Context: an optimization exercise on an open-source flow, tuned for small area. The choices shown serve that exercise and are no tape-out recipe.
Function was checked by simulation only, so behaviour that the tests miss may differ from the original.

==> flow/design.v <==
module dc_out_cal #(
    parameter int NUM_CH    = 2,
    parameter int IN_W      = 16,
    parameter int DAC_W     = 12,
    parameter int SLOPE_W   = 16,
    parameter int CAL_SCALE = 11,
    parameter int IN_SHIFT  = 3,
    parameter int STEP_W    = 12
) (
    input  logic                      clk,
    input  logic                      reset,
    input  logic                      sample_tick,
    input  logic [NUM_CH-1:0]         enable,
    input  logic [NUM_CH*IN_W-1:0]    dc_ofs,
    input  logic [NUM_CH*SLOPE_W-1:0] slope,
    input  logic [NUM_CH*DAC_W-1:0]   intercept,
    input  logic                      clip_clr,
    input  logic [STEP_W-1:0]         slew_step,
    output logic [NUM_CH*DAC_W-1:0]   dac_word,
    output logic                      dac_valid,
    output logic [NUM_CH-1:0]         clip
);
    localparam int S_W    = IN_W - IN_SHIFT;           
    localparam logic [DAC_W-1:0] MID_CODE = {1'b1, {(DAC_W - 1){1'b0}}};
    logic v1_reg, v2_reg, v3_reg, dac_valid_reg;
    always_ff @(posedge clk or posedge reset) begin
        if (reset) begin
            v1_reg        <= 1'b0;
            v2_reg        <= 1'b0;
            v3_reg        <= 1'b0;
            dac_valid_reg <= 1'b0;
        end else begin
            v1_reg        <= sample_tick;
            v2_reg        <= v1_reg;
            v3_reg        <= v2_reg;
            dac_valid_reg <= v3_reg;
        end
    end
    assign dac_valid = dac_valid_reg;
    genvar gi;
    generate
        for (gi = 0; gi < NUM_CH; gi++) begin : g_lane
            logic [17:0]      u;
            logic             neg, over;
            logic [DAC_W-1:0] tgt;
            logic             sat;
            dc_cal_arith u_arith (
                .a(dc_ofs[gi*IN_W + IN_SHIFT +: S_W]),
                .b(slope[gi*SLOPE_W +: SLOPE_W]),
                .c(intercept[gi*DAC_W +: DAC_W] ^ MID_CODE),
                .q(u)
            );
            always_comb begin
                neg  = u[17];
                over = |u[16:DAC_W];
                sat  = neg | over;
                tgt  = neg ? '0 : (over ? '1 : u[DAC_W-1:0]);
            end
            logic [DAC_W-1:0] tgt1_reg, tgt2_reg, tgt3_reg;
            logic             sat1_reg, sat2_reg, sat3_reg;
            logic             en1_reg, en2_reg, en3_reg;
            always_ff @(posedge clk) begin
                tgt1_reg <= tgt;
                sat1_reg <= sat;
                en1_reg  <= enable[gi];
                tgt2_reg <= tgt1_reg;
                sat2_reg <= sat1_reg;
                en2_reg  <= en1_reg;
                tgt3_reg <= tgt2_reg;
                sat3_reg <= sat2_reg;
                en3_reg  <= en2_reg;
            end
            logic             upd;
            logic [DAC_W-1:0] code_reg;
            logic             clip_reg;
            logic             up, lim;
            logic [DAC_W:0]   mv;
            logic [DAC_W-1:0] code_next;
            always_comb begin
                upd = v3_reg & en3_reg;
                up  = tgt3_reg > code_reg;
                mv  = up ? {1'b0, code_reg} + {1'b0, slew_step}
                         : {1'b0, code_reg} - {1'b0, slew_step};
                lim = (slew_step != '0) && (up ? (mv < {1'b0, tgt3_reg})
                                               : (!mv[DAC_W] && mv[DAC_W-1:0] > tgt3_reg));
                code_next = lim ? mv[DAC_W-1:0] : tgt3_reg;
            end
            always_ff @(posedge clk or posedge reset) begin
                if (reset) begin
                    code_reg <= MID_CODE;
                    clip_reg <= 1'b0;
                end else begin
                    if (upd)
                        code_reg <= code_next;
                    clip_reg <= (clip_reg & ~clip_clr) | (upd & sat3_reg);
                end
            end
            assign dac_word[gi*DAC_W +: DAC_W] = code_reg;
            assign clip[gi]                    = clip_reg;
        end
    endgenerate
endmodule
module dc_cal_arith (
    input  logic [12:0] a,
    input  logic [15:0] b,
    input  logic [11:0] c,
    output logic [17:0] q
);
    wire w0 = (a[0] & b[0]);
    wire w1 = (a[0] & b[1]);
    wire w2 = (a[0] & b[2]);
    wire w3 = (a[0] & b[3]);
    wire w4 = (a[0] & b[4]);
    wire w5 = (a[0] & b[5]);
    wire w6 = (a[0] & b[6]);
    wire w7 = (a[0] & b[7]);
    wire w8 = (a[0] & b[8]);
    wire w9 = (a[0] & b[9]);
    wire w10 = (a[0] & b[10]);
    wire w11 = (a[0] & b[11]);
    wire w12 = (a[0] & b[12]);
    wire w13 = (a[0] & b[13]);
    wire w14 = (a[0] & b[14]);
    wire w15 = ~(a[0] & b[15]);
    wire w16 = (a[1] & b[0]);
    wire w17 = (a[1] & b[1]);
    wire w18 = (a[1] & b[2]);
    wire w19 = (a[1] & b[3]);
    wire w20 = (a[1] & b[4]);
    wire w21 = (a[1] & b[5]);
    wire w22 = (a[1] & b[6]);
    wire w23 = (a[1] & b[7]);
    wire w24 = (a[1] & b[8]);
    wire w25 = (a[1] & b[9]);
    wire w26 = (a[1] & b[10]);
    wire w27 = (a[1] & b[11]);
    wire w28 = (a[1] & b[12]);
    wire w29 = (a[1] & b[13]);
    wire w30 = (a[1] & b[14]);
    wire w31 = ~(a[1] & b[15]);
    wire w32 = (a[2] & b[0]);
    wire w33 = (a[2] & b[1]);
    wire w34 = (a[2] & b[2]);
    wire w35 = (a[2] & b[3]);
    wire w36 = (a[2] & b[4]);
    wire w37 = (a[2] & b[5]);
    wire w38 = (a[2] & b[6]);
    wire w39 = (a[2] & b[7]);
    wire w40 = (a[2] & b[8]);
    wire w41 = (a[2] & b[9]);
    wire w42 = (a[2] & b[10]);
    wire w43 = (a[2] & b[11]);
    wire w44 = (a[2] & b[12]);
    wire w45 = (a[2] & b[13]);
    wire w46 = (a[2] & b[14]);
    wire w47 = ~(a[2] & b[15]);
    wire w48 = (a[3] & b[0]);
    wire w49 = (a[3] & b[1]);
    wire w50 = (a[3] & b[2]);
    wire w51 = (a[3] & b[3]);
    wire w52 = (a[3] & b[4]);
    wire w53 = (a[3] & b[5]);
    wire w54 = (a[3] & b[6]);
    wire w55 = (a[3] & b[7]);
    wire w56 = (a[3] & b[8]);
    wire w57 = (a[3] & b[9]);
    wire w58 = (a[3] & b[10]);
    wire w59 = (a[3] & b[11]);
    wire w60 = (a[3] & b[12]);
    wire w61 = (a[3] & b[13]);
    wire w62 = (a[3] & b[14]);
    wire w63 = ~(a[3] & b[15]);
    wire w64 = (a[4] & b[0]);
    wire w65 = (a[4] & b[1]);
    wire w66 = (a[4] & b[2]);
    wire w67 = (a[4] & b[3]);
    wire w68 = (a[4] & b[4]);
    wire w69 = (a[4] & b[5]);
    wire w70 = (a[4] & b[6]);
    wire w71 = (a[4] & b[7]);
    wire w72 = (a[4] & b[8]);
    wire w73 = (a[4] & b[9]);
    wire w74 = (a[4] & b[10]);
    wire w75 = (a[4] & b[11]);
    wire w76 = (a[4] & b[12]);
    wire w77 = (a[4] & b[13]);
    wire w78 = (a[4] & b[14]);
    wire w79 = ~(a[4] & b[15]);
    wire w80 = (a[5] & b[0]);
    wire w81 = (a[5] & b[1]);
    wire w82 = (a[5] & b[2]);
    wire w83 = (a[5] & b[3]);
    wire w84 = (a[5] & b[4]);
    wire w85 = (a[5] & b[5]);
    wire w86 = (a[5] & b[6]);
    wire w87 = (a[5] & b[7]);
    wire w88 = (a[5] & b[8]);
    wire w89 = (a[5] & b[9]);
    wire w90 = (a[5] & b[10]);
    wire w91 = (a[5] & b[11]);
    wire w92 = (a[5] & b[12]);
    wire w93 = (a[5] & b[13]);
    wire w94 = (a[5] & b[14]);
    wire w95 = ~(a[5] & b[15]);
    wire w96 = (a[6] & b[0]);
    wire w97 = (a[6] & b[1]);
    wire w98 = (a[6] & b[2]);
    wire w99 = (a[6] & b[3]);
    wire w100 = (a[6] & b[4]);
    wire w101 = (a[6] & b[5]);
    wire w102 = (a[6] & b[6]);
    wire w103 = (a[6] & b[7]);
    wire w104 = (a[6] & b[8]);
    wire w105 = (a[6] & b[9]);
    wire w106 = (a[6] & b[10]);
    wire w107 = (a[6] & b[11]);
    wire w108 = (a[6] & b[12]);
    wire w109 = (a[6] & b[13]);
    wire w110 = (a[6] & b[14]);
    wire w111 = ~(a[6] & b[15]);
    wire w112 = (a[7] & b[0]);
    wire w113 = (a[7] & b[1]);
    wire w114 = (a[7] & b[2]);
    wire w115 = (a[7] & b[3]);
    wire w116 = (a[7] & b[4]);
    wire w117 = (a[7] & b[5]);
    wire w118 = (a[7] & b[6]);
    wire w119 = (a[7] & b[7]);
    wire w120 = (a[7] & b[8]);
    wire w121 = (a[7] & b[9]);
    wire w122 = (a[7] & b[10]);
    wire w123 = (a[7] & b[11]);
    wire w124 = (a[7] & b[12]);
    wire w125 = (a[7] & b[13]);
    wire w126 = (a[7] & b[14]);
    wire w127 = ~(a[7] & b[15]);
    wire w128 = (a[8] & b[0]);
    wire w129 = (a[8] & b[1]);
    wire w130 = (a[8] & b[2]);
    wire w131 = (a[8] & b[3]);
    wire w132 = (a[8] & b[4]);
    wire w133 = (a[8] & b[5]);
    wire w134 = (a[8] & b[6]);
    wire w135 = (a[8] & b[7]);
    wire w136 = (a[8] & b[8]);
    wire w137 = (a[8] & b[9]);
    wire w138 = (a[8] & b[10]);
    wire w139 = (a[8] & b[11]);
    wire w140 = (a[8] & b[12]);
    wire w141 = (a[8] & b[13]);
    wire w142 = (a[8] & b[14]);
    wire w143 = ~(a[8] & b[15]);
    wire w144 = (a[9] & b[0]);
    wire w145 = (a[9] & b[1]);
    wire w146 = (a[9] & b[2]);
    wire w147 = (a[9] & b[3]);
    wire w148 = (a[9] & b[4]);
    wire w149 = (a[9] & b[5]);
    wire w150 = (a[9] & b[6]);
    wire w151 = (a[9] & b[7]);
    wire w152 = (a[9] & b[8]);
    wire w153 = (a[9] & b[9]);
    wire w154 = (a[9] & b[10]);
    wire w155 = (a[9] & b[11]);
    wire w156 = (a[9] & b[12]);
    wire w157 = (a[9] & b[13]);
    wire w158 = (a[9] & b[14]);
    wire w159 = ~(a[9] & b[15]);
    wire w160 = (a[10] & b[0]);
    wire w161 = (a[10] & b[1]);
    wire w162 = (a[10] & b[2]);
    wire w163 = (a[10] & b[3]);
    wire w164 = (a[10] & b[4]);
    wire w165 = (a[10] & b[5]);
    wire w166 = (a[10] & b[6]);
    wire w167 = (a[10] & b[7]);
    wire w168 = (a[10] & b[8]);
    wire w169 = (a[10] & b[9]);
    wire w170 = (a[10] & b[10]);
    wire w171 = (a[10] & b[11]);
    wire w172 = (a[10] & b[12]);
    wire w173 = (a[10] & b[13]);
    wire w174 = (a[10] & b[14]);
    wire w175 = ~(a[10] & b[15]);
    wire w176 = (a[11] & b[0]);
    wire w177 = (a[11] & b[1]);
    wire w178 = (a[11] & b[2]);
    wire w179 = (a[11] & b[3]);
    wire w180 = (a[11] & b[4]);
    wire w181 = (a[11] & b[5]);
    wire w182 = (a[11] & b[6]);
    wire w183 = (a[11] & b[7]);
    wire w184 = (a[11] & b[8]);
    wire w185 = (a[11] & b[9]);
    wire w186 = (a[11] & b[10]);
    wire w187 = (a[11] & b[11]);
    wire w188 = (a[11] & b[12]);
    wire w189 = (a[11] & b[13]);
    wire w190 = (a[11] & b[14]);
    wire w191 = ~(a[11] & b[15]);
    wire w192 = ~(a[12] & b[0]);
    wire w193 = ~(a[12] & b[1]);
    wire w194 = ~(a[12] & b[2]);
    wire w195 = ~(a[12] & b[3]);
    wire w196 = ~(a[12] & b[4]);
    wire w197 = ~(a[12] & b[5]);
    wire w198 = ~(a[12] & b[6]);
    wire w199 = ~(a[12] & b[7]);
    wire w200 = ~(a[12] & b[8]);
    wire w201 = ~(a[12] & b[9]);
    wire w202 = ~(a[12] & b[10]);
    wire w203 = ~(a[12] & b[11]);
    wire w204 = ~(a[12] & b[12]);
    wire w205 = ~(a[12] & b[13]);
    wire w206 = ~(a[12] & b[14]);
    wire w207 = (a[12] & b[15]);
    wire w208 = w2 ^ w17;
    wire w209 = w2 & w17;
    wire w210 = w3 ^ w18 ^ w33;
    wire w211 = (w3 & w18) | (w33 & (w3 ^ w18));
    wire w212 = w48 ^ w209;
    wire w213 = w48 & w209;
    wire w214 = w4 ^ w19 ^ w34;
    wire w215 = (w4 & w19) | (w34 & (w4 ^ w19));
    wire w216 = w49 ^ w64 ^ w211;
    wire w217 = (w49 & w64) | (w211 & (w49 ^ w64));
    wire w218 = w214 ^ w213;
    wire w219 = w214 & w213;
    wire w220 = w5 ^ w20 ^ w35;
    wire w221 = (w5 & w20) | (w35 & (w5 ^ w20));
    wire w222 = w50 ^ w65 ^ w80;
    wire w223 = (w50 & w65) | (w80 & (w50 ^ w65));
    wire w224 = w215 ^ w220 ^ w222;
    wire w225 = (w215 & w220) | (w222 & (w215 ^ w220));
    wire w226 = w217 ^ w219;
    wire w227 = w217 & w219;
    wire w228 = w6 ^ w21 ^ w36;
    wire w229 = (w6 & w21) | (w36 & (w6 ^ w21));
    wire w230 = w51 ^ w66 ^ w81;
    wire w231 = (w51 & w66) | (w81 & (w51 ^ w66));
    wire w232 = w96 ^ w221 ^ w223;
    wire w233 = (w96 & w221) | (w223 & (w96 ^ w221));
    wire w234 = w228 ^ w230 ^ w232;
    wire w235 = (w228 & w230) | (w232 & (w228 ^ w230));
    wire w236 = w225 ^ w227;
    wire w237 = w225 & w227;
    wire w238 = w7 ^ w22 ^ w37;
    wire w239 = (w7 & w22) | (w37 & (w7 ^ w22));
    wire w240 = w52 ^ w67 ^ w82;
    wire w241 = (w52 & w67) | (w82 & (w52 ^ w67));
    wire w242 = w97 ^ w112 ^ w229;
    wire w243 = (w97 & w112) | (w229 & (w97 ^ w112));
    wire w244 = w231 ^ w238 ^ w240;
    wire w245 = (w231 & w238) | (w240 & (w231 ^ w238));
    wire w246 = w233 ^ w242 ^ w244;
    wire w247 = (w233 & w242) | (w244 & (w233 ^ w242));
    wire w248 = w235 ^ w237;
    wire w249 = w235 & w237;
    wire w250 = w8 ^ w23 ^ w38;
    wire w251 = (w8 & w23) | (w38 & (w8 ^ w23));
    wire w252 = w53 ^ w68 ^ w83;
    wire w253 = (w53 & w68) | (w83 & (w53 ^ w68));
    wire w254 = w98 ^ w113 ^ w128;
    wire w255 = (w98 & w113) | (w128 & (w98 ^ w113));
    wire w256 = w239 ^ w241 ^ w250;
    wire w257 = (w239 & w241) | (w250 & (w239 ^ w241));
    wire w258 = w252 ^ w254 ^ w243;
    wire w259 = (w252 & w254) | (w243 & (w252 ^ w254));
    wire w260 = w245 ^ w256 ^ w258;
    wire w261 = (w245 & w256) | (w258 & (w245 ^ w256));
    wire w262 = w247 ^ w249;
    wire w263 = w247 & w249;
    wire w264 = w9 ^ w24 ^ w39;
    wire w265 = (w9 & w24) | (w39 & (w9 ^ w24));
    wire w266 = w54 ^ w69 ^ w84;
    wire w267 = (w54 & w69) | (w84 & (w54 ^ w69));
    wire w268 = w99 ^ w114 ^ w129;
    wire w269 = (w99 & w114) | (w129 & (w99 ^ w114));
    wire w270 = w144 ^ w251 ^ w253;
    wire w271 = (w144 & w251) | (w253 & (w144 ^ w251));
    wire w272 = w255 ^ w264 ^ w266;
    wire w273 = (w255 & w264) | (w266 & (w255 ^ w264));
    wire w274 = w268 ^ w270 ^ w257;
    wire w275 = (w268 & w270) | (w257 & (w268 ^ w270));
    wire w276 = w272 ^ w259 ^ w274;
    wire w277 = (w272 & w259) | (w274 & (w272 ^ w259));
    wire w278 = w261 ^ w276;
    wire w279 = w261 & w276;
    wire w280 = w10 ^ w25 ^ w40;
    wire w281 = (w10 & w25) | (w40 & (w10 ^ w25));
    wire w282 = w55 ^ w70 ^ w85;
    wire w283 = (w55 & w70) | (w85 & (w55 ^ w70));
    wire w284 = w100 ^ w115 ^ w130;
    wire w285 = (w100 & w115) | (w130 & (w100 ^ w115));
    wire w286 = w145 ^ w160 ^ w265;
    wire w287 = (w145 & w160) | (w265 & (w145 ^ w160));
    wire w288 = w267 ^ w269 ^ w280;
    wire w289 = (w267 & w269) | (w280 & (w267 ^ w269));
    wire w290 = w282 ^ w284 ^ w271;
    wire w291 = (w282 & w284) | (w271 & (w282 ^ w284));
    wire w292 = w286 ^ w273 ^ w288;
    wire w293 = (w286 & w273) | (w288 & (w286 ^ w273));
    wire w294 = w275 ^ w290 ^ w292;
    wire w295 = (w275 & w290) | (w292 & (w275 ^ w290));
    wire w296 = w277 ^ w294;
    wire w297 = w277 & w294;
    wire w298 = c[0] ^ w11 ^ w26;
    wire w299 = (c[0] & w11) | (w26 & (c[0] ^ w11));
    wire w300 = w41 ^ w56 ^ w71;
    wire w301 = (w41 & w56) | (w71 & (w41 ^ w56));
    wire w302 = w86 ^ w101 ^ w116;
    wire w303 = (w86 & w101) | (w116 & (w86 ^ w101));
    wire w304 = w131 ^ w146 ^ w161;
    wire w305 = (w131 & w146) | (w161 & (w131 ^ w146));
    wire w306 = w176 ^ w281 ^ w283;
    wire w307 = (w176 & w281) | (w283 & (w176 ^ w281));
    wire w308 = w285 ^ w298 ^ w300;
    wire w309 = (w285 & w298) | (w300 & (w285 ^ w298));
    wire w310 = w302 ^ w304 ^ w287;
    wire w311 = (w302 & w304) | (w287 & (w302 ^ w304));
    wire w312 = w306 ^ w289 ^ w308;
    wire w313 = (w306 & w289) | (w308 & (w306 ^ w289));
    wire w314 = w291 ^ w310 ^ w293;
    wire w315 = (w291 & w310) | (w293 & (w291 ^ w310));
    wire w316 = w312 ^ w295 ^ w314;
    wire w317 = (w312 & w295) | (w314 & (w312 ^ w295));
    wire w318 = c[1] ^ 1'b1 ^ w12;
    wire w319 = (c[1] & 1'b1) | (w12 & (c[1] ^ 1'b1));
    wire w320 = w27 ^ w42 ^ w57;
    wire w321 = (w27 & w42) | (w57 & (w27 ^ w42));
    wire w322 = w72 ^ w87 ^ w102;
    wire w323 = (w72 & w87) | (w102 & (w72 ^ w87));
    wire w324 = w117 ^ w132 ^ w147;
    wire w325 = (w117 & w132) | (w147 & (w117 ^ w132));
    wire w326 = w162 ^ w177 ^ w192;
    wire w327 = (w162 & w177) | (w192 & (w162 ^ w177));
    wire w328 = w299 ^ w301 ^ w303;
    wire w329 = (w299 & w301) | (w303 & (w299 ^ w301));
    wire w330 = w305 ^ w318 ^ w320;
    wire w331 = (w305 & w318) | (w320 & (w305 ^ w318));
    wire w332 = w322 ^ w324 ^ w326;
    wire w333 = (w322 & w324) | (w326 & (w322 ^ w324));
    wire w334 = w307 ^ w328 ^ w309;
    wire w335 = (w307 & w328) | (w309 & (w307 ^ w328));
    wire w336 = w330 ^ w332 ^ w311;
    wire w337 = (w330 & w332) | (w311 & (w330 ^ w332));
    wire w338 = w313 ^ w334 ^ w336;
    wire w339 = (w313 & w334) | (w336 & (w313 ^ w334));
    wire w340 = w315 ^ w338;
    wire w341 = w315 & w338;
    wire w342 = c[2] ^ w13 ^ w28;
    wire w343 = (c[2] & w13) | (w28 & (c[2] ^ w13));
    wire w344 = w43 ^ w58 ^ w73;
    wire w345 = (w43 & w58) | (w73 & (w43 ^ w58));
    wire w346 = w88 ^ w103 ^ w118;
    wire w347 = (w88 & w103) | (w118 & (w88 ^ w103));
    wire w348 = w133 ^ w148 ^ w163;
    wire w349 = (w133 & w148) | (w163 & (w133 ^ w148));
    wire w350 = w178 ^ w193 ^ w319;
    wire w351 = (w178 & w193) | (w319 & (w178 ^ w193));
    wire w352 = w321 ^ w323 ^ w325;
    wire w353 = (w321 & w323) | (w325 & (w321 ^ w323));
    wire w354 = w327 ^ w342 ^ w344;
    wire w355 = (w327 & w342) | (w344 & (w327 ^ w342));
    wire w356 = w346 ^ w348 ^ w329;
    wire w357 = (w346 & w348) | (w329 & (w346 ^ w348));
    wire w358 = w350 ^ w352 ^ w331;
    wire w359 = (w350 & w352) | (w331 & (w350 ^ w352));
    wire w360 = w333 ^ w354 ^ w335;
    wire w361 = (w333 & w354) | (w335 & (w333 ^ w354));
    wire w362 = w356 ^ w358 ^ w337;
    wire w363 = (w356 & w358) | (w337 & (w356 ^ w358));
    wire w364 = w360 ^ w339 ^ w362;
    wire w365 = (w360 & w339) | (w362 & (w360 ^ w339));
    wire w366 = c[3] ^ w14 ^ w29;
    wire w367 = (c[3] & w14) | (w29 & (c[3] ^ w14));
    wire w368 = w44 ^ w59 ^ w74;
    wire w369 = (w44 & w59) | (w74 & (w44 ^ w59));
    wire w370 = w89 ^ w104 ^ w119;
    wire w371 = (w89 & w104) | (w119 & (w89 ^ w104));
    wire w372 = w134 ^ w149 ^ w164;
    wire w373 = (w134 & w149) | (w164 & (w134 ^ w149));
    wire w374 = w179 ^ w194 ^ w343;
    wire w375 = (w179 & w194) | (w343 & (w179 ^ w194));
    wire w376 = w345 ^ w347 ^ w349;
    wire w377 = (w345 & w347) | (w349 & (w345 ^ w347));
    wire w378 = w366 ^ w368 ^ w370;
    wire w379 = (w366 & w368) | (w370 & (w366 ^ w368));
    wire w380 = w372 ^ w351 ^ w353;
    wire w381 = (w372 & w351) | (w353 & (w372 ^ w351));
    wire w382 = w374 ^ w376 ^ w355;
    wire w383 = (w374 & w376) | (w355 & (w374 ^ w376));
    wire w384 = w378 ^ w357 ^ w359;
    wire w385 = (w378 & w357) | (w359 & (w378 ^ w357));
    wire w386 = w380 ^ w382 ^ w361;
    wire w387 = (w380 & w382) | (w361 & (w380 ^ w382));
    wire w388 = w384 ^ w363 ^ w386;
    wire w389 = (w384 & w363) | (w386 & (w384 ^ w363));
    wire w390 = c[4] ^ 1'b1 ^ w15;
    wire w391 = (c[4] & 1'b1) | (w15 & (c[4] ^ 1'b1));
    wire w392 = w30 ^ w45 ^ w60;
    wire w393 = (w30 & w45) | (w60 & (w30 ^ w45));
    wire w394 = w75 ^ w90 ^ w105;
    wire w395 = (w75 & w90) | (w105 & (w75 ^ w90));
    wire w396 = w120 ^ w135 ^ w150;
    wire w397 = (w120 & w135) | (w150 & (w120 ^ w135));
    wire w398 = w165 ^ w180 ^ w195;
    wire w399 = (w165 & w180) | (w195 & (w165 ^ w180));
    wire w400 = w367 ^ w369 ^ w371;
    wire w401 = (w367 & w369) | (w371 & (w367 ^ w369));
    wire w402 = w373 ^ w390 ^ w392;
    wire w403 = (w373 & w390) | (w392 & (w373 ^ w390));
    wire w404 = w394 ^ w396 ^ w398;
    wire w405 = (w394 & w396) | (w398 & (w394 ^ w396));
    wire w406 = w375 ^ w377 ^ w400;
    wire w407 = (w375 & w377) | (w400 & (w375 ^ w377));
    wire w408 = w379 ^ w402 ^ w404;
    wire w409 = (w379 & w402) | (w404 & (w379 ^ w402));
    wire w410 = w381 ^ w383 ^ w406;
    wire w411 = (w381 & w383) | (w406 & (w381 ^ w383));
    wire w412 = w408 ^ w385 ^ w410;
    wire w413 = (w408 & w385) | (w410 & (w408 ^ w385));
    wire w414 = w387 ^ w412;
    wire w415 = w387 & w412;
    wire w416 = c[5] ^ w31 ^ w46;
    wire w417 = (c[5] & w31) | (w46 & (c[5] ^ w31));
    wire w418 = w61 ^ w76 ^ w91;
    wire w419 = (w61 & w76) | (w91 & (w61 ^ w76));
    wire w420 = w106 ^ w121 ^ w136;
    wire w421 = (w106 & w121) | (w136 & (w106 ^ w121));
    wire w422 = w151 ^ w166 ^ w181;
    wire w423 = (w151 & w166) | (w181 & (w151 ^ w166));
    wire w424 = w196 ^ w391 ^ w393;
    wire w425 = (w196 & w391) | (w393 & (w196 ^ w391));
    wire w426 = w395 ^ w397 ^ w399;
    wire w427 = (w395 & w397) | (w399 & (w395 ^ w397));
    wire w428 = w416 ^ w418 ^ w420;
    wire w429 = (w416 & w418) | (w420 & (w416 ^ w418));
    wire w430 = w422 ^ w401 ^ w424;
    wire w431 = (w422 & w401) | (w424 & (w422 ^ w401));
    wire w432 = w426 ^ w403 ^ w405;
    wire w433 = (w426 & w403) | (w405 & (w426 ^ w403));
    wire w434 = w428 ^ w407 ^ w409;
    wire w435 = (w428 & w407) | (w409 & (w428 ^ w407));
    wire w436 = w430 ^ w432 ^ w411;
    wire w437 = (w430 & w432) | (w411 & (w430 ^ w432));
    wire w438 = w434 ^ w436 ^ w413;
    wire w439 = (w434 & w436) | (w413 & (w434 ^ w436));
    wire w440 = c[6] ^ w47 ^ w62;
    wire w441 = (c[6] & w47) | (w62 & (c[6] ^ w47));
    wire w442 = w77 ^ w92 ^ w107;
    wire w443 = (w77 & w92) | (w107 & (w77 ^ w92));
    wire w444 = w122 ^ w137 ^ w152;
    wire w445 = (w122 & w137) | (w152 & (w122 ^ w137));
    wire w446 = w167 ^ w182 ^ w197;
    wire w447 = (w167 & w182) | (w197 & (w167 ^ w182));
    wire w448 = w417 ^ w419 ^ w421;
    wire w449 = (w417 & w419) | (w421 & (w417 ^ w419));
    wire w450 = w423 ^ w440 ^ w442;
    wire w451 = (w423 & w440) | (w442 & (w423 ^ w440));
    wire w452 = w444 ^ w446 ^ w425;
    wire w453 = (w444 & w446) | (w425 & (w444 ^ w446));
    wire w454 = w427 ^ w448 ^ w429;
    wire w455 = (w427 & w448) | (w429 & (w427 ^ w448));
    wire w456 = w450 ^ w431 ^ w433;
    wire w457 = (w450 & w431) | (w433 & (w450 ^ w431));
    wire w458 = w452 ^ w454 ^ w435;
    wire w459 = (w452 & w454) | (w435 & (w452 ^ w454));
    wire w460 = w456 ^ w437 ^ w458;
    wire w461 = (w456 & w437) | (w458 & (w456 ^ w437));
    wire w462 = c[7] ^ w63 ^ w78;
    wire w463 = (c[7] & w63) | (w78 & (c[7] ^ w63));
    wire w464 = w93 ^ w108 ^ w123;
    wire w465 = (w93 & w108) | (w123 & (w93 ^ w108));
    wire w466 = w138 ^ w153 ^ w168;
    wire w467 = (w138 & w153) | (w168 & (w138 ^ w153));
    wire w468 = w183 ^ w198 ^ w441;
    wire w469 = (w183 & w198) | (w441 & (w183 ^ w198));
    wire w470 = w443 ^ w445 ^ w447;
    wire w471 = (w443 & w445) | (w447 & (w443 ^ w445));
    wire w472 = w462 ^ w464 ^ w466;
    wire w473 = (w462 & w464) | (w466 & (w462 ^ w464));
    wire w474 = w449 ^ w468 ^ w470;
    wire w475 = (w449 & w468) | (w470 & (w449 ^ w468));
    wire w476 = w451 ^ w472 ^ w453;
    wire w477 = (w451 & w472) | (w453 & (w451 ^ w472));
    wire w478 = w455 ^ w474 ^ w457;
    wire w479 = (w455 & w474) | (w457 & (w455 ^ w474));
    wire w480 = w476 ^ w459 ^ w478;
    wire w481 = (w476 & w459) | (w478 & (w476 ^ w459));
    wire w482 = c[8] ^ w79 ^ w94;
    wire w483 = (c[8] & w79) | (w94 & (c[8] ^ w79));
    wire w484 = w109 ^ w124 ^ w139;
    wire w485 = (w109 & w124) | (w139 & (w109 ^ w124));
    wire w486 = w154 ^ w169 ^ w184;
    wire w487 = (w154 & w169) | (w184 & (w154 ^ w169));
    wire w488 = w199 ^ w463 ^ w465;
    wire w489 = (w199 & w463) | (w465 & (w199 ^ w463));
    wire w490 = w467 ^ w482 ^ w484;
    wire w491 = (w467 & w482) | (w484 & (w467 ^ w482));
    wire w492 = w486 ^ w469 ^ w471;
    wire w493 = (w486 & w469) | (w471 & (w486 ^ w469));
    wire w494 = w488 ^ w473 ^ w490;
    wire w495 = (w488 & w473) | (w490 & (w488 ^ w473));
    wire w496 = w475 ^ w492 ^ w494;
    wire w497 = (w475 & w492) | (w494 & (w475 ^ w492));
    wire w498 = w477 ^ w496 ^ w479;
    wire w499 = (w477 & w496) | (w479 & (w477 ^ w496));
    wire w500 = c[9] ^ w95 ^ w110;
    wire w501 = (c[9] & w95) | (w110 & (c[9] ^ w95));
    wire w502 = w125 ^ w140 ^ w155;
    wire w503 = (w125 & w140) | (w155 & (w125 ^ w140));
    wire w504 = w170 ^ w185 ^ w200;
    wire w505 = (w170 & w185) | (w200 & (w170 ^ w185));
    wire w506 = w483 ^ w485 ^ w487;
    wire w507 = (w483 & w485) | (w487 & (w483 ^ w485));
    wire w508 = w500 ^ w502 ^ w504;
    wire w509 = (w500 & w502) | (w504 & (w500 ^ w502));
    wire w510 = w489 ^ w506 ^ w491;
    wire w511 = (w489 & w506) | (w491 & (w489 ^ w506));
    wire w512 = w508 ^ w493 ^ w495;
    wire w513 = (w508 & w493) | (w495 & (w508 ^ w493));
    wire w514 = w510 ^ w497 ^ w512;
    wire w515 = (w510 & w497) | (w512 & (w510 ^ w497));
    wire w516 = c[10] ^ w111 ^ w126;
    wire w517 = (c[10] & w111) | (w126 & (c[10] ^ w111));
    wire w518 = w141 ^ w156 ^ w171;
    wire w519 = (w141 & w156) | (w171 & (w141 ^ w156));
    wire w520 = w186 ^ w201 ^ w501;
    wire w521 = (w186 & w201) | (w501 & (w186 ^ w201));
    wire w522 = w503 ^ w505 ^ w516;
    wire w523 = (w503 & w505) | (w516 & (w503 ^ w505));
    wire w524 = w518 ^ w507 ^ w520;
    wire w525 = (w518 & w507) | (w520 & (w518 ^ w507));
    wire w526 = w509 ^ w522 ^ w511;
    wire w527 = (w509 & w522) | (w511 & (w509 ^ w522));
    wire w528 = w524 ^ w513 ^ w526;
    wire w529 = (w524 & w513) | (w526 & (w524 ^ w513));
    wire w530 = c[11] ^ w127 ^ w142;
    wire w531 = (c[11] & w127) | (w142 & (c[11] ^ w127));
    wire w532 = w157 ^ w172 ^ w187;
    wire w533 = (w157 & w172) | (w187 & (w157 ^ w172));
    wire w534 = w202 ^ w517 ^ w519;
    wire w535 = (w202 & w517) | (w519 & (w202 ^ w517));
    wire w536 = w530 ^ w532 ^ w521;
    wire w537 = (w530 & w532) | (w521 & (w530 ^ w532));
    wire w538 = w534 ^ w523 ^ w525;
    wire w539 = (w534 & w523) | (w525 & (w534 ^ w523));
    wire w540 = w536 ^ w527 ^ w538;
    wire w541 = (w536 & w527) | (w538 & (w536 ^ w527));
    wire w542 = w143 ^ w158 ^ w173;
    wire w543 = (w143 & w158) | (w173 & (w143 ^ w158));
    wire w544 = w188 ^ w203 ^ w531;
    wire w545 = (w188 & w203) | (w531 & (w188 ^ w203));
    wire w546 = w533 ^ w542 ^ w535;
    wire w547 = (w533 & w542) | (w535 & (w533 ^ w542));
    wire w548 = w544 ^ w537 ^ w546;
    wire w549 = (w544 & w537) | (w546 & (w544 ^ w537));
    wire w550 = w539 ^ w548;
    wire w551 = w539 & w548;
    wire w552 = w159 ^ w174 ^ w189;
    wire w553 = (w159 & w174) | (w189 & (w159 ^ w174));
    wire w554 = w204 ^ w543 ^ w552;
    wire w555 = (w204 & w543) | (w552 & (w204 ^ w543));
    wire w556 = w545 ^ w554 ^ w547;
    wire w557 = (w545 & w554) | (w547 & (w545 ^ w554));
    wire w558 = w549 ^ w556;
    wire w559 = w549 & w556;
    wire w560 = w175 ^ w190 ^ w205;
    wire w561 = (w175 & w190) | (w205 & (w175 ^ w190));
    wire w562 = w553 ^ w560 ^ w555;
    wire w563 = (w553 & w560) | (w555 & (w553 ^ w560));
    wire w564 = w562 ^ w557;
    wire w565 = w562 & w557;
    wire w566 = w191 ^ w206 ^ w561;
    wire w567 = (w191 & w206) | (w561 & (w191 ^ w206));
    wire w568 = w566 ^ w563;
    wire w569 = w566 & w563;
    wire w570 = w207 ^ w567;
    wire w571 = w207 & w567;
    wire [28:0] ra = {1'b1, w570, w568, w564, w558, w550, w529, w515, w514, w498, w461, w439, w415, w389, w365, w341, w317, w297, w279, w263, w260, w246, w234, w224, w218, w210, w32, w1, w0};
    wire [28:0] rb = {w571, w569, w565, w559, w551, w541, w540, w528, w499, w481, w480, w460, w438, w414, w388, w364, w340, w316, w296, w278, w262, w248, w236, w226, w216, w212, w208, w16, 1'b0};
    wire lc0 = (ra[0] & rb[0]) | (1'b0 & (ra[0] | rb[0]));
    wire lc1 = (ra[1] & rb[1]) | (lc0 & (ra[1] | rb[1]));
    wire lc2 = (ra[2] & rb[2]) | (lc1 & (ra[2] | rb[2]));
    wire lc3 = (ra[3] & rb[3]) | (lc2 & (ra[3] | rb[3]));
    wire lc4 = (ra[4] & rb[4]) | (lc3 & (ra[4] | rb[4]));
    wire lc5 = (ra[5] & rb[5]) | (lc4 & (ra[5] | rb[5]));
    wire lc6 = (ra[6] & rb[6]) | (lc5 & (ra[6] | rb[6]));
    wire lc7 = (ra[7] & rb[7]) | (lc6 & (ra[7] | rb[7]));
    wire lc8 = (ra[8] & rb[8]) | (lc7 & (ra[8] | rb[8]));
    wire lc9 = (ra[9] & rb[9]) | (lc8 & (ra[9] | rb[9]));
    wire lc10 = (ra[10] & rb[10]) | (lc9 & (ra[10] | rb[10]));
    wire cin = lc10;
    assign q = ra[28:11] + rb[28:11] + cin;
endmodule
==> flow/flow/run.sh <==
#!/bin/bash
# Own layout flow: the standard synthesis, then a polarity clean-up of the full adders in
# its netlist (fapol.py: fewer inverters, same registers, same function), then the standard flow's
# standard layout steps from the clean netlist on.  Each tool's output goes to its own log
# in this folder.
set -euo pipefail
W=$(pwd)
R=$W/orfs/results/$FLOW_PLATFORM/dc_out_cal/base
bash standard.sh synth > "$W/flow_synth.log" 2>&1
cp "$R/1_2_yosys.v" "$W/1_2_yosys.standard.v"
python3 "$W/flow/fapol.py" "$W/1_2_yosys.standard.v" "$W/1_2_yosys.fapol.v" > "$W/flow_fapol.log" 2>&1
cp "$W/1_2_yosys.fapol.v" "$R/1_2_yosys.v"
touch "$R/1_2_yosys.v"
rm -f "$R/1_synth.odb"
bash standard.sh finish > "$W/flow_finish.log" 2>&1
==> flow/flow/fapol.py <==
#!/usr/bin/env python3
"""Polarity clean-up of a mapped sky130hd netlist (Yosys write_verilog -noattr output).

A full adder is self-dual: FA(~a, ~b, ~c) = (~cout, ~sum).  Yosys's adder extraction often
leaves inverters between chained full adders.  This script picks, for every full adder,
whether it computes its signals in true or complemented form so that as few inverters as
possible are needed, then rebuilds the inverters (one per signal that some load needs in the
other polarity) and folds an inverter into its driving gate where a gate of the opposite
polarity exists and every load wants the inverted value.  The logic function of every
register input and output port is unchanged.

usage: fapol.py IN.v OUT.v
"""
import re, sys, random, os
NOHA = os.environ.get('FAPOL_NOHA'); NOFLIP = os.environ.get('FAPOL_NOFLIP'); NOFOLD = os.environ.get('FAPOL_NOFOLD')

src = open(sys.argv[1]).read()
m_end = src.rindex('endmodule')
cell_re = re.compile(r'^  (sky130_fd_sc_hd__\w+) (\S+)\s*\((.*?)\n  \);\n', re.M | re.S)
pin_re = re.compile(r'\.(\w+)\(([^()]*)\)')
OUTPINS = {'X', 'Y', 'Q', 'Q_N', 'SUM', 'COUT', 'HI', 'LO'}

cells = []          # [type, name, {pin: net}]
first = None
last = None
for m in cell_re.finditer(src):
    if first is None: first = m.start()
    last = m.end()
    pins = {p: n.strip() for p, n in pin_re.findall(m.group(3))}
    cells.append([m.group(1), m.group(2).strip(), pins])
head = src[:first]
tail = src[last:]
assert 'sky130_fd_sc_hd__' not in tail, 'unparsed cells'
assert 'assign' not in src, 'assign statements not supported'

ports_out = set()
for m in re.finditer(r'^\s*output\s+(\[(\d+):(\d+)\]\s+)?(\S+);', head, re.M):
    if m.group(1):
        hi, lo = int(m.group(2)), int(m.group(3))
        for i in range(min(hi, lo), max(hi, lo) + 1):
            ports_out.add('%s[%d]' % (m.group(4), i))
    else:
        ports_out.add(m.group(4))

def is_inv(c):
    return (re.match(r'sky130_fd_sc_hd__(inv|clkinv)_\d+$', c[0]) is not None
            and c[2].get('Y') not in ports_out)
def is_fa(c): return re.match(r'sky130_fd_sc_hd__fa_\d+$', c[0]) is not None
def is_ha(c): return re.match(r'sky130_fd_sc_hd__ha_\d+$', c[0]) is not None

driver = {}
for i, c in enumerate(cells):
    for p, n in c[2].items():
        if p in OUTPINS: driver[n] = (i, p)

def lit(net):
    """(base net, parity) after stripping inverters."""
    par = 0
    seen = 0
    while net in driver and is_inv(cells[driver[net][0]]) and seen < 100:
        net = cells[driver[net][0]][2]['A']
        par ^= 1
        seen += 1
    return net, par

# consumers: (cell index, pin, base, parity); inverters are dropped and rebuilt
cons = []
for i, c in enumerate(cells):
    if is_inv(c): continue
    for p, n in c[2].items():
        if p in OUTPINS: continue
        if n.startswith("1'") or n == '': continue
        b, par = lit(n)
        cons.append((i, p, b, par))
port_cons = []
for n in ports_out:
    b, par = lit(n)
    port_cons.append((n, b, par))

fa_idx = [i for i, c in enumerate(cells) if is_fa(c)]
fa_of_base = {}
for i in fa_idx:
    for p in ('SUM', 'COUT'):
        fa_of_base[cells[i][2][p]] = i
# a full adder whose output is also a port, or feeds a port through inverters, keeps its polarity
locked = set()
for n, b, par in port_cons:
    if b in fa_of_base: locked.add(fa_of_base[b])

flip = {i: 0 for i in fa_idx}
by_base = {}
for k, (i, p, b, par) in enumerate(cons):
    by_base.setdefault(b, []).append(k)
port_by_base = {}
for n, b, par in port_cons:
    port_by_base.setdefault(b, []).append(par)

ha_idx = [i for i, c in enumerate(cells) if is_ha(c)]
ha_set = set(ha_idx)
def need(b):
    """1 if base b needs an inverter given the current flips (half adder inputs excluded)."""
    pol = flip[fa_of_base[b]] if b in fa_of_base else 0
    for k in by_base.get(b, ()):
        i, p, _, par = cons[k]
        if i in ha_set: continue
        want = par ^ (flip[i] if i in flip else 0)
        if want != pol: return 1
    for par in port_by_base.get(b, ()):
        if par != pol: return 1
    return 0

def bases_of(i):
    s = set()
    for p, n in cells[i][2].items():
        if p in OUTPINS: s.add(n)
        else:
            if n.startswith("1'"): continue
            s.add(lit(n)[0])
    return s

fa_bases = {i: bases_of(i) for i in fa_idx}
ha_in = {}
for k, (i, p, b, par) in enumerate(cons):
    if i in ha_set: ha_in.setdefault(i, []).append((b, par))
def ha_cost(h):
    m = 0
    for b, par in ha_in.get(h, ()):
        pol = flip[fa_of_base[b]] if b in fa_of_base else 0
        m += par != pol
    return 1 if m == 1 else 0
fa_has = {}
for i in fa_idx:
    outs = {cells[i][2]['SUM'], cells[i][2]['COUT']}
    fa_has[i] = sorted({h for h in ha_idx for b, par in ha_in.get(h, ()) if b in outs})
def cost_local(i):
    return sum(need(b) for b in fa_bases[i]) + sum(ha_cost(h) for h in fa_has[i])

total0 = sum(need(b) for b in set(by_base) | set(port_by_base))
rng = random.Random(1)
for it in range(0 if NOFLIP else 50):
    changed = 0
    order = list(fa_idx)
    rng.shuffle(order)
    for i in order:
        if i in locked: continue
        before = cost_local(i)
        flip[i] ^= 1
        after = cost_local(i)
        if after < before or (after == before and rng.random() < 0.1 and it < 30):
            changed += after < before
        else:
            flip[i] ^= 1
    if not changed and it >= 30: break
total1 = sum(need(b) for b in set(by_base) | set(port_by_base))

# complementary gates with the same inputs: (type, out pin) -> (type, out pin)
COMP = {}
def pair(a, b):
    COMP[a] = b
    COMP[b] = a
for a, b in [('and2_1', 'nand2_1'), ('or2_1', 'nor2_1'), ('xor2_1', 'xnor2_1'),
             ('and3_1', 'nand3_1'), ('or3_1', 'nor3_1'), ('and4_1', 'nand4_1'), ('or4_1', 'nor4_1'),
             ('a21o_1', 'a21oi_1'), ('o21a_1', 'o21ai_1'), ('a22o_1', 'a22oi_1'),
             ('o22a_1', 'o22ai_1'), ('a31o_1', 'a31oi_1'), ('o31a_1', 'o31ai_1'),
             ('a211o_1', 'a211oi_1'), ('o211a_1', 'o211ai_1'), ('a32o_1', 'a32oi_1'),
             ('o32a_1', 'o32ai_1'), ('a221o_1', 'a221oi_1'), ('o221a_1', 'o221ai_1'),
             ('and2b_1', 'nand2b_1'), ('or2b_1', 'nor2b_1'), ('xor3_1', 'xnor3_1'),
             ('a2bb2o_1', 'a2bb2oi_1'), ('o2bb2a_1', 'o2bb2ai_1'), ('buf_1', 'inv_1')]:
    pair('sky130_fd_sc_hd__' + a, 'sky130_fd_sc_hd__' + b)
# o21ai_0 has the same pins as o21ai_1
COMP['sky130_fd_sc_hd__o21ai_0'] = 'sky130_fd_sc_hd__o21a_1'
# inv_1 <-> buf_1 is handled by the general inverter logic, not here
del COMP['sky130_fd_sc_hd__buf_1']; del COMP['sky130_fd_sc_hd__inv_1']
def outpin(t):
    if 'xnor3' in t: return 'X'
    return 'Y' if re.search(r'__(n\w+|a\w*oi|o\w*ai|xnor\w+|inv)_\d+$', t) else 'X'

# rebuild
pol = {}
def base_pol(b):
    return flip[fa_of_base[b]] if b in fa_of_base else 0
# half adders whose inputs arrive inverted become an xor/xnor and an and-type gate
ha_split = 0
extra = []
split_reads = set()
for h in ha_idx:
    pins = cells[h][2]
    la, lb = lit(pins['A']), lit(pins['B'])
    ma = la[1] ^ base_pol(la[0])
    mb = lb[1] ^ base_pol(lb[0])
    if not (ma or mb) or NOHA: continue
    ha_split += 1
    pa, pb = la[0], lb[0]
    split_reads.update((pa, pb))     # physical nets carry base ^ base_pol
    if ma and mb:
        xs = ['sky130_fd_sc_hd__xor2_1', cells[h][1] + '_s', {'A': pa, 'B': pb, 'X': pins['SUM']}]
        xc = ['sky130_fd_sc_hd__nor2_1', cells[h][1] + '_c', {'A': pa, 'B': pb, 'Y': pins['COUT']}]
    else:
        inv_n, tru_n = (pa, pb) if ma else (pb, pa)
        xs = ['sky130_fd_sc_hd__xnor2_1', cells[h][1] + '_s', {'A': pa, 'B': pb, 'Y': pins['SUM']}]
        xc = ['sky130_fd_sc_hd__and2b_1', cells[h][1] + '_c', {'A_N': inv_n, 'B': tru_n, 'X': pins['COUT']}]
    cells[h] = xs
    extra.append(xc)
# the split cells read physical nets directly: drop their entries from the consumer list
cons = [c for c in cons if c[0] not in ha_set or is_ha(cells[c[0]])]
base0 = len(cells)
cells.extend(extra)
for i in list(range(len(cells))):
    if i in ha_set and not is_ha(cells[i]) or i >= base0:
        for p, n in cells[i][2].items():
            if p in OUTPINS: driver[n] = (i, p)
wants = {}
for k, (i, p, b, par) in enumerate(cons):
    want = par ^ (flip[i] if i in flip else 0)
    wants.setdefault(b, set()).add(want)
for n, b, par in port_cons:
    wants.setdefault(b, set()).add(par)

newcells = []
invnet = {}
newwires = []
swapped = 0
folded_out = set()
for b, ws in wants.items():
    bp = base_pol(b)
    if all(w != bp for w in ws) and b in driver and b not in ports_out and b not in split_reads:
        di, dp = driver[b]
        t = cells[di][0]
        if t in COMP and not is_fa(cells[di]) and not NOFOLD:
            # the gate itself produces the inverted value from now on
            nt = COMP[t]
            pins = cells[di][2]
            del pins[dp]
            pins[outpin(nt)] = b
            cells[di][0] = nt
            folded_out.add(b)
            swapped += 1
            continue
    if any(w != bp for w in ws):
        nn = '_fapol_%d_' % len(invnet)
        invnet[b] = nn
        newwires.append(nn)

def phys(b, want):
    bp = (1 if b in folded_out else 0) ^ base_pol(b)
    if want == bp: return b
    return invnet[b]

for k, (i, p, b, par) in enumerate(cons):
    want = par ^ (flip[i] if i in flip else 0)
    cells[i][2][p] = phys(b, want)
keep = [c for c in cells if not is_inv(c)]
for b, nn in invnet.items():
    keep.append(['sky130_fd_sc_hd__inv_1', '_fapol_inv_%s' % nn.strip('_'), {'A': b, 'Y': nn}])
# ports: an output port net must carry its own value
for n, b, par in port_cons:
    want = par
    src_net = phys(b, want)
    if src_net != n:
        # the port net is driven through a buffer from the right polarity
        keep.append(['sky130_fd_sc_hd__buf_1', '_fapol_buf_%d' % len(keep), {'A': src_net, 'X': n}])

out = [head.rstrip('\n') + '\n']
for nn in newwires:
    out.append('  wire %s;\n' % nn)
for t, name, pins in keep:
    body = ',\n'.join('    .%s(%s%s)' % (p, n, ' ' if n.startswith('\\') else '') for p, n in pins.items())
    out.append('  %s %s (\n%s\n  );\n' % (t, name, body))
out.append(tail)
open(sys.argv[2], 'w').write(''.join(out))
ninv0 = sum(1 for c in cells if is_inv(c))
sys.stderr.write('fapol: %d full adders, %d flipped, %d half adders split, inverters %d -> %d, gates swapped %d\n'
                 % (len(fa_idx), sum(flip.values()), ha_split, ninv0, len(invnet), swapped))
==> flow/standard.sh <==
#!/bin/bash
# synth_recipe.tcl (not shown) runs the flow's synth.tcl, then flattens the netlist and writes it again
# the make line also repeats each setting of config.mk as NAME=value (left out here)
make -C /OpenROAD-flow-scripts/flow DESIGN_CONFIG=/design/flow/config.mk WORK_HOME=/design/flow/orfs CLKGATE_MAP_FILE= SYNTH_SCRIPT=/design/flow/synth_recipe.tcl "${@:-finish}"
==> flow/config.mk <==
export PLATFORM = sky130hd
export DESIGN_NAME = dc_out_cal
export DESIGN_NICKNAME = dc_out_cal
export VERILOG_FILES = /design/flow/design.v
export SDC_FILE = /design/flow/constraint.sdc
export NUM_CORES = 4
export LEC_CHECK = 0
export CAP_MARGIN = 20
export CORE_MARGIN = 2
export CORE_UTILIZATION = 40
export CTS_BUF_LIST = sky130_fd_sc_hd__clkbuf_4 sky130_fd_sc_hd__clkbuf_8
export GPL_TIMING_DRIVEN = 0
export SLEW_MARGIN = 20
==> flow/constraint.sdc <==
create_clock -name core_clock -period 7.0 [get_ports {clk}]
set_input_delay 1.4000 -clock core_clock [delete_from_list [all_inputs] [get_ports {clk}]]
set_output_delay 1.4000 -clock core_clock [all_outputs]
set_load 0.01 [all_outputs]
==> flow_metrics.env <==
export IMPL_run_status="complete, no violations"
export IMPL_initial_antenna_violation_count=1
export IMPL_cts_made_buffers=17
export IMPL_cp_slowest_cell="sky130_fd_sc_hd__fa_1"
export IMPL_max_clock_path_buffers=2
export IMPL_min_path_type="reg2reg"
export IMPL_insertion_delay_ns=0.43
export IMPL_postLayoutCoreUtil_pct=48.54
export IMPL_post_layout_nets=2603
export IMPL_reg2reg_to="g_lane[1].code_reg[6]$_DFFE_PP0P_"
export IMPL_place_worst_setup_slack_ns=-1.714
export IMPL_h_tree_depth=4
export IMPL_hold_path_startpoint="g_lane[0].tgt1_reg[3]$_SDFF_PP0_"
export IMPL_ff2ff_setup_slack_ns=0.87
export IMPL_mappedNetlistNets=2401
export IMPL_grt_first_pass_wirelength_um=80870
export IMPL_detail_route_drc_violations=0
export IMPL_maxCapViolations=0
export IMPL_clkSlewWorstSetupHoldPaths_ns=0.07
export IMPL_drtPass1Iterations=5
export IMPL_port_buffers=126
export IMPL_clock_root_buffer="sky130_fd_sc_hd__clkbuf_8"
export IMPL_dp_hpwl_um=39170
export IMPL_finalHoldViolations=0
export IMPL_route_vias_total=14300
export IMPL_routabilityCongestion=0.9167
export IMPL_timing_final_max_slew_violations=0
export IMPL_crit_path_cell_trace="clkdlybuf4s15_2 > clkbuf_4 > nand2_1 > fa_1 > inv_1 > fa_1 > fa_1 > fa_1 > fa_1 > fa_1 > ha_2 > or4_4 > o221a_1 > a31o_1 > o2111a_2 > a221oi_4 > nand3_2 > buf_6 > o21a_1"
export IMPL_timing_critical_path_mode_cell="sky130_fd_sc_hd__fa_1"
export IMPL_timing_final_crit_share_pct=98.19
export IMPL_endpoint_kind="flop"
export IMPL_std_cell_rows=77
export IMPL_drive_gt1_share_pct=12.64
export IMPL_grt_start_max_net_pins=31
export IMPL_drt_iter0_drc=1061
export IMPL_worst_slew_pin_slew_ns=0.7460
export IMPL_crit_path_arrival_time_ns=7.19
export IMPL_tritoncts="yes"
export IMPL_timing_hold_worst_endpoint="g_lane[0].tgt2_reg[3]$_DFF_P_"
export IMPL_top_level_ports=133
export IMPL_die_height_um=214.2
export IMPL_timing_clock_skew_ns=0.01088
export IMPL_category_of_the_critical_setup_timing_path="in2reg"
export IMPL_post_synth_inst_count=1882
export IMPL_die_width_um=214.2
export IMPL_report_final_setup_viol=0
export IMPL_fmax_ghz=0.1455
export IMPL_drt_wl_total_um=50410
export IMPL_area_growth_synth_to_final_pct=20.67
export IMPL_critical_path_max_fanout=10
export IMPL_fin_hold_ws_ns=0.3209
export IMPL_grt_ovfl_total=0
export IMPL_cp_required_ns=7.31
export IMPL_tritoncts_num_sinks=114
export IMPL_initial_core_util_pct=40.23
export IMPL_max_stage_delay_ns=0.54
export IMPL_startpoint_type="primary input"
export IMPL_finalWorstPathRequiredPeriod_ns=6.873
export IMPL_grt_pass1_vias=15100
export IMPL_fin_ws_ns=0.1269
export IMPL_final_antenna_net_count=0
export IMPL_fp_dieArea_um2=45880
export IMPL_viasPerCell=5.316
export IMPL_grt_util_all_layers_pct=22.18
export IMPL_worst_slew_margin_rel_pct=49.61
export IMPL_coreArea_um2=43930
export IMPL_min_path_cells=0
export IMPL_syn_area_per_cell_um2=9.390
export IMPL_r2r_start="g_lane[1].code_reg[1]$_DFFE_PP0P_"
export IMPL_synth_yosys_warnings=1
export IMPL_drt_wirelength_per_cell_um=18.74
export IMPL_worst_r2r_cell_count=26
export IMPL_mappedNetlistArea_um2=17670
## worst max-delay path, delay by kind of cell
kind	cells	cell delay, ns
fa+ha+maj	7	2.92
simple gates	3	0.75
compound gates	5	1.25
buf+inv	4	0.85
## metal layers
| metal | GRT usage (%) | part of all wire [%] | vias to the layer above |
|---|---|---|---|
| met5 | 0 | 0 | - |
| met4 | 5.556 | 2.1 | 0 |
| met3 | 3.418 | 6.9 | 72 |
| met2 | 36.63 | 47 | 536 |
| met1 | 30.61 | 44 | 7208 |
| li1 | - | - | 6485 |
## cell type report
type / instances / area [um2]
fillers: 4185 / 22610
multi-input cells: 1523 / 14630
flip-flops and latches: 114 / 2435
repair buffers: 183 / 1579
plain buffers: 80 / 874.6
well taps: 592 / 740.7
inverters: 165 / 619.3
clock buffers: 21 / 289.0
clock inverters: 11 / 151.4
diodes: 1 / 2.502
## stage by stage
stage	area (um2)	std cells	setup TNS, ns
6_report	21320	2690	0
5_1_grt	21320	2689	-0.3855
4_1_cts	21160	2681	0
3_5_place_dp	19710	2600	-39.68
3_3_place_gp	19710	2600	-37.37
2_1_floorplan	17700	1882	0
## worst max-delay path by stage
stage	end	from	depth (start not counted)
after global placement	g_lane[1].tgt1_reg[8]$_SDFF_PP0_	dc_ofs[27]	23
after CTS	g_lane[1].tgt1_reg[11]$_SDFF_PP0_	slope[16]	24
after global routing	g_lane[1].tgt1_reg[10]$_SDFF_PP0_	slope[25]	24
final	g_lane[0].tgt1_reg[11]$_SDFF_PP0_	dc_ofs[13]	19
after floorplan	g_lane[1].tgt1_reg[10]$_SDFF_PP0_	dc_ofs[28]	19
after detailed placement	g_lane[1].tgt1_reg[10]$_SDFF_PP0_	dc_ofs[27]	23
## layout by cell type, fill, tap and decap left out, types with 15 or more instances in the layout
master / count
sky130_fd_sc_hd__a21o_1: 22
sky130_fd_sc_hd__a21oi_1: 48
sky130_fd_sc_hd__a31oi_1: 35
sky130_fd_sc_hd__and2_1: 161
sky130_fd_sc_hd__and2b_1: 57
sky130_fd_sc_hd__buf_4: 63
sky130_fd_sc_hd__clkbuf_2: 16
sky130_fd_sc_hd__clkbuf_8: 56
sky130_fd_sc_hd__clkdlybuf4s50_1: 70
sky130_fd_sc_hd__dfrtp_1: 28
sky130_fd_sc_hd__dfxtp_1: 84
sky130_fd_sc_hd__fa_1: 321
sky130_fd_sc_hd__ha_1: 72
sky130_fd_sc_hd__inv_1: 164
sky130_fd_sc_hd__nand2_1: 270
sky130_fd_sc_hd__nand3_1: 35
sky130_fd_sc_hd__nor2_1: 80
sky130_fd_sc_hd__nor2b_1: 15
sky130_fd_sc_hd__nor3_1: 22
sky130_fd_sc_hd__o21a_1: 33
sky130_fd_sc_hd__o21ai_0: 24
sky130_fd_sc_hd__o21ai_1: 21
sky130_fd_sc_hd__xnor2_1: 99
sky130_fd_sc_hd__xor2_1: 17
## repair_timing
action                                  in CTS  in global routing
endpoints found under the setup margin      26                 25
resized for setup                          302                103
pin swaps                                   26                 35
cloned                                       4                  1
hold buffers                                 0                  0
buffers inserted                            45                  8

-- port drivers added, routing unchanged --
In the flow no input, the clock included, has a driving cell. The finished layout below was timed again as built, in two steps.
Step 1 (the two cells are an assumption about what drives the block):
set clk [get_ports {clk}]
set_driving_cell -lib_cell sky130_fd_sc_hd__clkbuf_16 $clk
set_driving_cell -lib_cell sky130_fd_sc_hd__buf_2 [delete_from_list [all_inputs] $clk]
Step 2 times the ports against the registers' clock, not the clock port: input delays grow and output delays shrink by t, the midpoint of the rising clock arrivals with the driver on.
a / b / c = ideal / step 1 / step 2; a / b = the first two.
t, ns: 0.463
setup WS [ns]: 0.127 / 0.148 / -0.314
worst setup path at the end: input to register
pins driven straight from the clock port: 1
Met with ideal ports but missed after step 2: setup timing in this run. For this run, drivers alone change the setup slack by +0.021 ns; drivers and shift together by -0.441 ns.
